Context: an optimization exercise on an open-source flow, tuned for small area. The choices shown serve that exercise and are no tape-out recipe.
At most, simulation tests tie the RTL to the original design; equivalence was not proved.
Power and IR drop assume default switching activity.

Setup of old:
## pulse_train_peak_capture
module pulse_train_peak_capture
#(
    parameter int SENSOR_BITS = ptpc_pkg::SENSOR_BITS_DEF,
    parameter int US_PER_MS   = ptpc_pkg::US_PER_MS_DEF
)
(
    input  logic                        clk,
    input  logic                        rst_n,
    input  logic                        in_valid,
    output logic                        in_stall,
    input  logic [1:0]                  cmd,
    input  logic [31:0]                 now_us,
    input  logic [SENSOR_BITS-1:0]      hall_low_mv,
    input  logic [SENSOR_BITS-1:0]      hall_high_mv,
    output logic                        out_valid,
    input  logic                        out_stall,
    output logic                        run_active,
    output logic                        run_finished,
    output logic [7:0]                  pwm_level,
    output logic [2:0]                  phase_code,
    output logic [7:0]                  pulse_number,
    output logic [SENSOR_BITS-1:0]      peak_low_mv,
    output logic [SENSOR_BITS-1:0]      peak_high_mv,
    output logic signed [SENSOR_BITS:0] peak_low_delta,
    output logic signed [SENSOR_BITS:0] peak_high_delta,
    input  logic                        cfg_valid,
    output logic                        cfg_ready,
    input  logic [2:0]                  cfg_index,
    input  logic [15:0]                 cfg_data
);
    localparam logic [1:0] CMD_UPDATE = 2'd0;
    localparam logic [1:0] CMD_START  = 2'd1;
    localparam logic [1:0] CMD_STOP   = 2'd2;
    localparam logic [2:0] PH_STOP  = 3'd0;
    localparam logic [2:0] PH_PRE   = 3'd1;
    localparam logic [2:0] PH_PULSE = 3'd2;
    localparam logic [2:0] PH_GAP   = 3'd3;
    localparam logic [2:0] PH_DONE  = 3'd4;
    logic [7:0]  count_reg;      
  ...
Size in the first run: ~1,300 cells after synthesis, about 15,000 µm² of cells after synthesis.
export LEC_CHECK = 0
export ABC_AREA = 1
export CAP_MARGIN = 0
export CORE_MARGIN = 2
export CORE_UTILIZATION = 40
export SLEW_MARGIN = 0
create_clock -name core_clock -period 8.0 [get_ports {clk}]
standard.sh (not shown) runs the stock make flow with config.mk's settings and CLKGATE_MAP_FILE= SYNTH_SCRIPT=/design/flow/synth_recipe.tcl, a recipe that flattens the netlist after the stock synthesis.
==> flow/flow/run.sh <==
#!/bin/bash
# Standard layout (bash standard.sh) with three changes passed to ORFS:
#  - synthesis maps with flow/abc_area.script in place of ORFS's ABC area
#    script (a copy of ORFS's scripts folder, scripts_abc/, differs from it
#    in that one file; the registers, and every other step, are unchanged);
#  - the port buffers are the smallest buffer, sky130_fd_sc_hd__buf_1;
#  - the clock tree uses clkbuf_4 buffers in clusters of at most 9 sinks,
#    without dummy loads.
# Each tool writes its full output to its own log under orfs/logs/; make's
# own output goes to flow_make.log in this folder.
set -euo pipefail
rm -rf scripts_abc
cp -r "$FLOW_HOME/scripts" scripts_abc
cp flow/abc_area.script scripts_abc/abc_area.script
export BUFFER_PORTS_ARGS="-buffer_cell sky130_fd_sc_hd__buf_1"
export CTS_ARGS="-sink_clustering_enable -repair_clock_nets -buf_list sky130_fd_sc_hd__clkbuf_4 -sink_clustering_size 9 -sink_clustering_max_diameter 50 -dont_use_dummy_load"
bash standard.sh SCRIPTS_DIR="$PWD/scripts_abc" finish > flow_make.log 2>&1
==> flow/flow/abc_area.script <==
strash
dc2
dch -f
amap
topo
stime -c
old reached the end of the flow, and the finished layout is clean on the timing, DRC and antenna checks.
Here is what was changed in the inputs of new compared with old.
--- a/flow/design.v
+++ b/flow/design.v
@@ -242,25 +242,25 @@
     assign is_stop  = (s1_cmd_reg == CMD_STOP);
     assign is_upd   = (s1_cmd_reg == CMD_UPDATE);
     assign pre_nz   = (pre_ms_reg != 16'd0);
     logic [15:0] ms_sel;
     logic [31:0] elapsed_us;
     logic        stamp_zero;
     logic        ge_lo;
     assign ms_sel = !phase_reg[1] ? pre_ms_reg :
                     (phase_reg[0] ? gap_ms_reg : pulse_ms_reg);
     logic        c26;
     logic [5:0]  hx, hy;
     logic        hi_zero;
-    ptpc_add #(.W(26), .B(5)) u_el (.a(s1_now_reg[25:0]), .b(~stamp_reg[25:0]), .ci(1'b1),
+    ptpc_add #(.W(26), .B(9)) u_el (.a(s1_now_reg[25:0]), .b(~stamp_reg[25:0]), .ci(1'b1),
                                     .s(elapsed_us[25:0]), .co(c26));
     assign elapsed_us[31:26] = '0;   
     assign hx      = s1_now_reg[31:26];
     assign hy      = ~stamp_reg[31:26];
     assign hi_zero = ((hx[0] ^ hy[0]) == c26) &&
                      ((hx[5:1] ^ hy[5:1]) == (hx[4:0] | hy[4:0]));
     logic [23:0] op_a, op_b, op_c, op_d;
     logic [23:0] cs1_s, cs1_c, cs2_s, cs2_c;
     assign op_a = {1'b0, elapsed_us[25:3]};
     assign op_b = {8'd0, ms_sel};
     assign op_c = {7'd0, ms_sel, 1'b0};
     assign op_d = ~{1'b0, ms_sel, 7'd0};
[summary]
- old reached the final stage; the timing, DRC and antenna checks on its layout passed.
- To summarise new: no stage aborted, but the layout did not pass its checks, failing on negative setup slack.
- Compare new and old | routability congestion estimate from global placement higher: new
- On internal power component, old beats new.
- Measured against new, the number of instances resized during post-cts repair of old comes out at 0.62 times the reference value.
- Relative to old, routed wire length has decreased by 230 µm in new.
- Per the comparison of new with old, area fraction in compound gates after synthesis rose by 0.28 points, met2 track utilization from global routing saw an increase, placed cell count now larger.
- Worst-case hold slack in new is 0.012 ns lower than in old
- In the tables for new and old, amount of wire on met3 after detailed routing reads higher with old.
Only the layout flow was run in old; the RTL was not checked for function there.

========
Setup of run Z:
pulse_train_peak_capture, a different RTL version from the one above (not shown whole).
Size: ~280 flip-flops, ~15000 sq um of cells after synthesis.
Design pulse_train_peak_capture, start of the top module:
module pulse_train_peak_capture
#(
    parameter int SENSOR_BITS = ptpc_pkg::SENSOR_BITS_DEF,
    parameter int US_PER_MS   = ptpc_pkg::US_PER_MS_DEF
)
(
    input  logic                        clk,
    input  logic                        rst_n,
    input  logic                        in_valid,
    output logic                        in_stall,
    input  logic [1:0]                  cmd,
    input  logic [31:0]                 now_us,
    input  logic [SENSOR_BITS-1:0]      hall_low_mv,
    input  logic [SENSOR_BITS-1:0]      hall_high_mv,
    output logic                        out_valid,
    input  logic                        out_stall,
    output logic                        run_active,
    output logic                        run_finished,
    output logic [7:0]                  pwm_level,
    output logic [2:0]                  phase_code,
    output logic [7:0]                  pulse_number,
    output logic [SENSOR_BITS-1:0]      peak_low_mv,
    output logic [SENSOR_BITS-1:0]      peak_high_mv,
    output logic signed [SENSOR_BITS:0] peak_low_delta,
    output logic signed [SENSOR_BITS:0] peak_high_delta,
    input  logic                        cfg_valid,
    output logic                        cfg_ready,
    input  logic [2:0]                  cfg_index,
    input  logic [15:0]                 cfg_data
);
clock: 8.0 ns
lec_check: 0
abc_area: 1
cap_margin: 0
core_margin: 2
core_utilization: 40
slew_margin: 0
==> flow/flow/abc_area.script <==
strash
dc2
dch -f
map -a
topo
stime -c
Scripts as last shown in full above: flow/flow/run.sh
For run H, these inputs were changed with respect to run Z:
--- a/flow/design.v
+++ b/flow/design.v
@@ -90,20 +90,20 @@
 );
     localparam int N = SENSOR_BITS;
     logic [N-1:0] base_reg;
     logic [N-1:0] peak_reg;
     logic [N:0]   delta_reg;
     logic [N-1:0] dev;
     logic         dev_c;
-    ptpc_add #(.W(N), .B(12)) u_dev (.a(reading), .b(~base_reg), .ci(1'b1),
+    ptpc_add #(.W(N), .B(16)) u_dev (.a(reading), .b(~base_reg), .ci(1'b1),
                                     .s(dev), .co(dev_c));
     logic [N-1:0] dm1;
     logic         dm1_b;         
     logic [N-1:0] mag_m1;
-    ptpc_add #(.W(N), .B(N)) u_dm1 (.a(delta_reg[N-1:0]), .b({N{1'b1}}), .ci(1'b0),
+    ptpc_add #(.W(N), .B(N)) u_dm1 (.a(delta_reg[N-1:0]), .b('1), .ci(1'b0),
                                     .s(dm1), .co(dm1_b));
     assign mag_m1 = delta_reg[N] ? ~delta_reg[N-1:0] : dm1;
     logic ge_pos, ge_neg, ge;
     ptpc_carry #(.W(N)) u_gep (.a(dev),  .b(~mag_m1), .ci(1'b0), .co(ge_pos));
     ptpc_carry #(.W(N)) u_gen (.a(~dev), .b(~mag_m1), .ci(1'b1), .co(ge_neg));
     assign ge = dev_c ? ge_pos : ge_neg;
     logic take;
@@ -247,15 +247,15 @@
     logic        stamp_zero;
     logic        ge_lo;
     assign ms_sel = !phase_reg[1] ? pre_ms_reg :
                     (phase_reg[0] ? gap_ms_reg : pulse_ms_reg);
     logic        c26;
     logic [5:0]  hx, hy;
     logic        hi_zero;
-    ptpc_add #(.W(26), .B(5)) u_el (.a(s1_now_reg[25:0]), .b(~stamp_reg[25:0]), .ci(1'b1),
+    ptpc_add #(.W(26), .B(9)) u_el (.a(s1_now_reg[25:0]), .b(~stamp_reg[25:0]), .ci(1'b1),
                                     .s(elapsed_us[25:0]), .co(c26));
     assign elapsed_us[31:26] = '0;   
     assign hx      = s1_now_reg[31:26];
     assign hy      = ~stamp_reg[31:26];
     assign hi_zero = ((hx[0] ^ hy[0]) == c26) &&
                      ((hx[5:1] ^ hy[5:1]) == (hx[4:0] | hy[4:0]));
     logic [23:0] op_a, op_b, op_c, op_d;
==> comparison <==
Re share of final layout cell area taken by non-clock buffers: run H and run Z aren't equal, and the higher value belongs to run H.
Final-layout worst hold slack was lower in the run labelled run Z.
As far as number of slew-limit violations in the final report is concerned, run Z and run H perform about the same.
Run H vs run Z on share of cell area taken by muxes after synthesis: run H is the higher one.
Run H falls short of run Z in cell area after layout.
The lower share of final-layout standard cells stronger than drive strength 1 of run H and run Z is in run Z.
Run H — power consumed by the clock network about 3.4% lower, run Z as reference
Relative to run Z, the worst path setup slack after routing of run H is lower by 0.11 ns.
Compared to run Z, run H has share of power burned in the clock network 0.5 points lower.
| clock network latency to the later pin of the worst-skew pair | higher: run Z |
Fraction of met2 tracks used by global routing: run H vs run Z, no meaningful difference
Routed wire length: run H worse than run Z

========
Setup of v6:
The RTL this note starts from:
==> flow/design.v <==
`timescale 1ns / 1ps
package ptpc_pkg;
    localparam int SENSOR_BITS_DEF = 16;
    localparam int US_PER_MS_DEF   = 1000;
    typedef struct packed {
        logic clear;
        logic restart;
        logic track;
    } peak_ctl_t;
endpackage
`timescale 1ns / 1ps
module ptpc_add
#(
    parameter int W = 8,
    parameter int B = 8
)
(
    input  logic [W-1:0] a,
    input  logic [W-1:0] b,
    input  logic         ci,
    output logic [W-1:0] s,
    output logic         co
);
    logic [W-1:0] s0;
    logic         c, k, t;   
    always_comb
    begin
        c = ci;
        for (int lo = 0; lo < W; lo += B)
        begin
            k = (lo == 0) ? ci : 1'b0;
            for (int i = lo; i < lo + B && i < W; i++)
            begin
                s0[i] = a[i] ^ b[i] ^ k;
                k     = (a[i] & b[i]) | (k & (a[i] ^ b[i]));
            end
            if (lo == 0)
            begin
                for (int i = lo; i < lo + B && i < W; i++)
                    s[i] = s0[i];
                c = k;
            end
            else
            begin
                t = 1'b1;
                for (int i = lo; i < lo + B && i < W; i++)
                begin
                    s[i] = s0[i] ^ (c & t);
                    t    = t & s0[i];
                end
                c = k | (c & t);
            end
        end
        co = c;
    end
endmodule
module ptpc_carry
#(
    parameter int W = 8
)
(
    input  logic [W-1:0] a,
    input  logic [W-1:0] b,
    input  logic         ci,
    output logic         co
);
    logic [W:0] c;
    always_comb
    begin
        c[0] = ci;
        for (int i = 0; i < W; i++)
            c[i+1] = (a[i] & b[i]) | (c[i] & (a[i] | b[i]));
    end
    assign co = c[W];
endmodule
module ptpc_peak
#(
    parameter int SENSOR_BITS = ptpc_pkg::SENSOR_BITS_DEF
)
(
    input  logic                        clk,
    input  logic                        load_base,   
    input  logic                        load_peak,   
    input  logic                        track,       
    input  logic                        held,        
    input  logic [SENSOR_BITS-1:0]      reading,
    output logic [SENSOR_BITS-1:0]      peak_out,
    output logic signed [SENSOR_BITS:0] delta_out
);
    localparam int N = SENSOR_BITS;
    logic [N-1:0] base_reg;
    logic [N-1:0] peak_reg;
    logic [N:0]   delta_reg;
    logic [N-1:0] dev;
    logic         dev_c;
    ptpc_add #(.W(N), .B(9)) u_dev (.a(reading), .b(~base_reg), .ci(1'b1),
                                    .s(dev), .co(dev_c));
    logic [N-1:0] dev_x;
    assign dev_x = dev ^ {N{!dev_c}};
    logic [N-1:0] dm1;
    logic         dm1_b;         
    logic [N-1:0] mag_m1;
    ptpc_add #(.W(N), .B(N)) u_dm1 (.a(delta_reg[N-1:0]), .b('1), .ci(1'b0),
                                    .s(dm1), .co(dm1_b));
    assign mag_m1 = delta_reg[N] ? ~delta_reg[N-1:0] : dm1;
    logic ge;
    ptpc_carry #(.W(N)) u_ge (.a(dev_x), .b(~mag_m1), .ci(!dev_c), .co(ge));
    logic take;
    assign take = load_peak || (track && (ge || (!delta_reg[N] && !dm1_b)));
    always_ff @(posedge clk)
    begin
        if (load_base)
            base_reg <= reading;
        if (take)
        begin
            peak_reg  <= reading;
            delta_reg <= load_base ? '0 : {!dev_c, dev};
        end
    end
    assign peak_out  = held ? peak_reg : '0;
    assign delta_out = held ? delta_reg : '0;
endmodule
`timescale 1ns / 1ps
module pulse_train_peak_capture
#(
    parameter int SENSOR_BITS = ptpc_pkg::SENSOR_BITS_DEF,
    parameter int US_PER_MS   = ptpc_pkg::US_PER_MS_DEF
)
(
    input  logic                        clk,
    input  logic                        rst_n,
    input  logic                        in_valid,
    output logic                        in_stall,
    input  logic [1:0]                  cmd,
    input  logic [31:0]                 now_us,
    input  logic [SENSOR_BITS-1:0]      hall_low_mv,
    input  logic [SENSOR_BITS-1:0]      hall_high_mv,
    output logic                        out_valid,
    input  logic                        out_stall,
    output logic                        run_active,
    output logic                        run_finished,
    output logic [7:0]                  pwm_level,
    output logic [2:0]                  phase_code,
    output logic [7:0]                  pulse_number,
    output logic [SENSOR_BITS-1:0]      peak_low_mv,
    output logic [SENSOR_BITS-1:0]      peak_high_mv,
    output logic signed [SENSOR_BITS:0] peak_low_delta,
    output logic signed [SENSOR_BITS:0] peak_high_delta,
    input  logic                        cfg_valid,
    output logic                        cfg_ready,
    input  logic [2:0]                  cfg_index,
    input  logic [15:0]                 cfg_data
);
    localparam logic [1:0] CMD_UPDATE = 2'd0;
    localparam logic [1:0] CMD_START  = 2'd1;
    localparam logic [1:0] CMD_STOP   = 2'd2;
    localparam logic [2:0] PH_STOP  = 3'd0;
    localparam logic [2:0] PH_PRE   = 3'd1;
    localparam logic [2:0] PH_PULSE = 3'd2;
    localparam logic [2:0] PH_GAP   = 3'd3;
    localparam logic [2:0] PH_DONE  = 3'd4;
    logic [7:0]  count_reg;      
    logic [7:0]  level_reg;
    logic [15:0] pulse_ms_reg;   
    logic [15:0] gap_ms_reg;
    logic [15:0] pre_ms_reg;
    assign cfg_ready = 1'b1;
    always_ff @(posedge clk or negedge rst_n)
    begin
        if (!rst_n)
        begin
            count_reg    <= 8'd10;
            level_reg    <= 8'd200;
            pulse_ms_reg <= 16'd30;
            gap_ms_reg   <= 16'd1000;
            pre_ms_reg   <= 16'd0;
        end
        else if (cfg_valid)
        begin
            case (cfg_index)
                3'd0: count_reg    <= (cfg_data[7:0] == 8'd0) ? 8'd1 : cfg_data[7:0];
                3'd1: level_reg    <= cfg_data[7:0];
                3'd2: pulse_ms_reg <= (cfg_data == 16'd0) ? 16'd1 : cfg_data;
                3'd3: gap_ms_reg   <= cfg_data;
                3'd4: pre_ms_reg   <= cfg_data;
                default: ;
            endcase
        end
    end
    logic                   s1_valid_reg;
    logic [1:0]             s1_cmd_reg;
    logic [31:0]            s1_now_reg;
    logic [SENSOR_BITS-1:0] s1_lo_reg;
    logic [SENSOR_BITS-1:0] s1_hi_reg;
    logic                   out_valid_reg;
    logic                   advance;
    logic                   in_accept;
    assign advance   = !out_valid_reg || !out_stall;
    assign in_stall  = s1_valid_reg && !advance;
    assign in_accept = in_valid && !in_stall;
    always_ff @(posedge clk or negedge rst_n)
    begin
        if (!rst_n)
        begin
            s1_valid_reg  <= 1'b0;
            out_valid_reg <= 1'b0;
        end
        else
        begin
            if (in_accept)
                s1_valid_reg <= 1'b1;
            else if (advance)
                s1_valid_reg <= 1'b0;
            if (advance)
                out_valid_reg <= s1_valid_reg;
        end
    end
    always_ff @(posedge clk)
    begin
        if (in_accept)
        begin
            s1_cmd_reg <= cmd;
            s1_now_reg <= now_us;
            s1_lo_reg  <= hall_low_mv;
            s1_hi_reg  <= hall_high_mv;
        end
    end
    logic [2:0]  phase_reg, phase_next;
    logic [7:0]  pwm_reg;
    logic [7:0]  cnt_reg, cnt_next;
    logic [31:0] stamp_reg;
    logic        en;
    logic        is_start, is_stop, is_upd;
    logic        pre_nz;
    logic        time_up;
    logic        load_stamp;
    logic        load_peak;
    logic        track;
    assign en       = advance && s1_valid_reg;
    assign is_start = (s1_cmd_reg == CMD_START);
    assign is_stop  = (s1_cmd_reg == CMD_STOP);
    assign is_upd   = (s1_cmd_reg == CMD_UPDATE);
    assign pre_nz   = (pre_ms_reg != 16'd0);
    logic [15:0] ms_sel;
    logic [31:0] elapsed_us;
    logic        stamp_zero;
    logic        ge_lo;
    assign ms_sel = !phase_reg[1] ? pre_ms_reg :
                    (phase_reg[0] ? gap_ms_reg : pulse_ms_reg);
    logic        c26;
    logic [5:0]  hx, hy;
    logic        hi_zero;
    ptpc_add #(.W(26), .B(9)) u_el (.a(s1_now_reg[25:0]), .b(~stamp_reg[25:0]), .ci(1'b1),
                                    .s(elapsed_us[25:0]), .co(c26));
    assign elapsed_us[31:26] = '0;   
    assign hx      = s1_now_reg[31:26];
    assign hy      = ~stamp_reg[31:26];
    assign hi_zero = ((hx[0] ^ hy[0]) == c26) &&
                     ((hx[5:1] ^ hy[5:1]) == (hx[4:0] | hy[4:0]));
    logic [23:0] op_a, op_b, op_c, op_d;
    logic [23:0] cs1_s, cs1_c, cs2_s, cs2_c;
    assign op_a = {1'b0, elapsed_us[25:3]};
    assign op_b = {8'd0, ms_sel};
    assign op_c = {7'd0, ms_sel, 1'b0};
    assign op_d = ~{1'b0, ms_sel, 7'd0};
    assign cs1_s = op_a ^ op_b ^ op_c;
    assign cs1_c = {(op_a[22:0] & op_b[22:0]) | (op_a[22:0] & op_c[22:0]) |
                    (op_b[22:0] & op_c[22:0]), 1'b0};
    assign cs2_s = cs1_s ^ cs1_c ^ op_d;
    assign cs2_c = {(cs1_s[22:0] & cs1_c[22:0]) | (cs1_s[22:0] & op_d[22:0]) |
                    (cs1_c[22:0] & op_d[22:0]), 1'b1};
    ptpc_carry #(.W(24)) u_cmp (.a(cs2_s), .b(cs2_c), .ci(1'b0), .co(ge_lo));
    assign stamp_zero = ~|stamp_reg;
    assign time_up    = (ms_sel == 16'd0) ||
                        (!stamp_zero && (!hi_zero || ge_lo));
    always_comb
    begin
        phase_next = phase_reg;
        cnt_next   = cnt_reg;
        load_stamp = 1'b0;
        load_peak  = 1'b0;
        track      = 1'b0;
        if (is_start)
        begin
            load_stamp = 1'b1;
            if (pre_nz)
            begin
                phase_next = PH_PRE;
                cnt_next   = 8'd0;
            end
            else
            begin
                phase_next = PH_PULSE;
                cnt_next   = 8'd1;
                load_peak  = 1'b1;
            end
        end
        else if (is_stop)
        begin
            phase_next = PH_STOP;
            cnt_next   = 8'd0;
        end
        else if (is_upd)
        begin
            case (phase_reg)
                PH_PRE:
                    if (time_up)
                    begin
                        phase_next = PH_PULSE;
                        load_stamp = 1'b1;
                        load_peak  = 1'b1;
                        cnt_next   = 8'd1;
                    end
                PH_PULSE:
                begin
                    track = 1'b1;
                    if (time_up)
                    begin
                        phase_next = PH_GAP;
                        load_stamp = 1'b1;
                    end
                end
                PH_GAP:
                begin
                    track = 1'b1;
                    if (time_up)
                    begin
                        load_stamp = 1'b1;
                        if (cnt_reg >= count_reg)
                            phase_next = PH_DONE;
                        else
                        begin
                            phase_next = PH_PULSE;
                            load_peak  = 1'b1;
                            cnt_next   = cnt_reg + 8'd1;
                        end
                    end
                end
                default: ;
            endcase
        end
    end
    always_ff @(posedge clk or negedge rst_n)
    begin
        if (!rst_n)
        begin
            phase_reg <= PH_STOP;
            pwm_reg   <= 8'd0;
            cnt_reg   <= 8'd0;
        end
        else if (en && (s1_cmd_reg != 2'd3))
        begin
            phase_reg <= phase_next;
            pwm_reg   <= (phase_next == PH_PULSE) ? level_reg : 8'd0;
            cnt_reg   <= cnt_next;
        end
    end
    always_ff @(posedge clk)
    begin
        if (en && load_stamp)
            stamp_reg <= s1_now_reg;
    end
    logic held;
    assign held = phase_reg[1] || phase_reg[2];
    ptpc_peak #(
        .SENSOR_BITS (SENSOR_BITS)
    ) u_peak_lo (
        .clk       (clk),
        .load_base (en && is_start),
        .load_peak (en && load_peak),
        .track     (en && track),
        .held      (held),
        .reading   (s1_lo_reg),
        .peak_out  (peak_low_mv),
        .delta_out (peak_low_delta)
    );
    ptpc_peak #(
        .SENSOR_BITS (SENSOR_BITS)
    ) u_peak_hi (
        .clk       (clk),
        .load_base (en && is_start),
        .load_peak (en && load_peak),
        .track     (en && track),
        .held      (held),
        .reading   (s1_hi_reg),
        .peak_out  (peak_high_mv),
        .delta_out (peak_high_delta)
    );
    assign out_valid    = out_valid_reg;
    assign run_active   = phase_reg[0] || phase_reg[1];
    assign run_finished = phase_reg[2];
    assign pwm_level    = pwm_reg;
    assign phase_code   = phase_reg;
    assign pulse_number = cnt_reg;
endmodule
clock: 8.0 ns
lec_check: 0
abc_area: 1
cap_margin: 20
core_margin: 2
core_utilization: 40
slew_margin: 20
==> flow/flow/run.sh <==
#!/bin/bash
# Standard layout (bash standard.sh), with two changes passed to ORFS:
#  - the port buffers are the smallest buffer, sky130_fd_sc_hd__buf_1;
#  - the clock tree uses clkbuf_4 buffers in clusters of at most 9 sinks,
#    without dummy loads.
# Each tool writes its full output to its own log under orfs/logs/; make's
# own output goes to flow_make.log in this folder.
set -euo pipefail
export BUFFER_PORTS_ARGS="-buffer_cell sky130_fd_sc_hd__buf_1"
export CTS_ARGS="-sink_clustering_enable -repair_clock_nets -buf_list sky130_fd_sc_hd__clkbuf_4 -sink_clustering_size 9 -sink_clustering_max_diameter 50 -dont_use_dummy_load"
bash standard.sh finish > flow_make.log 2>&1
The following lists how v7 was set up differently from v6:
-- flow/design.v --
<<< v6, line 84
    input  logic                        track,       
    input  logic                        held,        
    input  logic [SENSOR_BITS-1:0]      reading,
    output logic [SENSOR_BITS-1:0]      peak_out,
>>> v7, line 84
    input  logic                        track,       
    input  logic                        held,        
    input  logic                        dvalid,      
    input  logic [SENSOR_BITS-1:0]      reading,
    output logic [SENSOR_BITS-1:0]      peak_out,
<<< v6, line 107
    ptpc_carry #(.W(N)) u_ge (.a(dev_x), .b(~mag_m1), .ci(!dev_c), .co(ge));
    logic take;
    assign take = load_peak || (track && (ge || (!delta_reg[N] && !dm1_b)));
    always_ff @(posedge clk)
    begin
>>> v7, line 108
    ptpc_carry #(.W(N)) u_ge (.a(dev_x), .b(~mag_m1), .ci(!dev_c), .co(ge));
    logic take;
    assign take = load_peak || (track && (ge || !dvalid || (!delta_reg[N] && !dm1_b)));
    always_ff @(posedge clk)
    begin
<<< v6, line 115
        begin
            peak_reg  <= reading;
            delta_reg <= load_base ? '0 : {!dev_c, dev};
        end
    end
    assign peak_out  = held ? peak_reg : '0;
    assign delta_out = held ? delta_reg : '0;
endmodule
`timescale 1ns / 1ps
>>> v7, line 116
        begin
            peak_reg  <= reading;
            delta_reg <= {!dev_c, dev};
        end
    end
    assign peak_out  = held ? peak_reg : '0;
    assign delta_out = (held && dvalid) ? delta_reg : '0;
endmodule
`timescale 1ns / 1ps
<<< v6, line 362
    end
    logic held;
    assign held = phase_reg[1] || phase_reg[2];
    ptpc_peak #(
>>> v7, line 363
    end
    logic held;
    logic dvalid_reg;    
    always_ff @(posedge clk)
    begin
        if (en && is_start)
            dvalid_reg <= 1'b0;
        else if (en && (track || load_peak))
            dvalid_reg <= 1'b1;
    end
    assign held = phase_reg[1] || phase_reg[2];
    ptpc_peak #(
<<< v6, line 371
        .track     (en && track),
        .held      (held),
        .reading   (s1_lo_reg),
        .peak_out  (peak_low_mv),
>>> v7, line 380
        .track     (en && track),
        .held      (held),
        .dvalid    (dvalid_reg),
        .reading   (s1_lo_reg),
        .peak_out  (peak_low_mv),
<<< v6, line 383
        .track     (en && track),
        .held      (held),
        .reading   (s1_hi_reg),
        .peak_out  (peak_high_mv),
>>> v7, line 393
        .track     (en && track),
        .held      (held),
        .dvalid    (dvalid_reg),
        .reading   (s1_hi_reg),
        .peak_out  (peak_high_mv),
Results
Summary — worst setup slack after placement, v7 relative to v6: higher, by 0.094 ns. The required time of the worst setup path of v7 and that of v6 are within noise of each other. Looking at critical path launch point, the s1_now_reg[9] result is from v7; the s1_now_reg[1] one comes from v6. When v7 is measured against v6, its worst setup margin turns out 0.039 ns higher. On synthesis-to-finish area growth, v7 and v6 are basically level. Buffer share of cell area across v7 and v6: no real change.
The RTL of v7 was laid out without a check of its function.

-- what the ideal ports hide --
The flow's constraints put no driver on any port. The routed layouts listed below were extracted and timed again, unchanged, in two steps.
Step 1, drivers: a clkbuf_16 drives clk and a buf_2 each remaining input, both assumed.
Step 2 adds t to the input delays and takes it off the output delays; t is the mean of the earliest and latest rising clock arrival at the registers after step 1. Input paths then give back, and output paths get back, about the clock's delay inside the block.
Three values: ideal ports, drivers, drivers and shift; two values: the first two.
run | shift t [ns] | setup slack, ns | worst slew at a driven data input, ns
old | 0.740 | 0.152 / 0.152 / 0.152 | 0.11
new | 0.703 | -0.981 / -0.981 / -0.981 | 0.07
run Z | 0.768 | 0.474 / 0.474 / 0.474 | 0.07
run H | 0.745 | 0.363 / 0.363 / 0.363 | 0.06
v6 | 0.744 | 0.554 / 0.554 / 0.554 | 0.08
v7 | 0.756 | 0.593 / 0.593 / 0.593 | 0.09
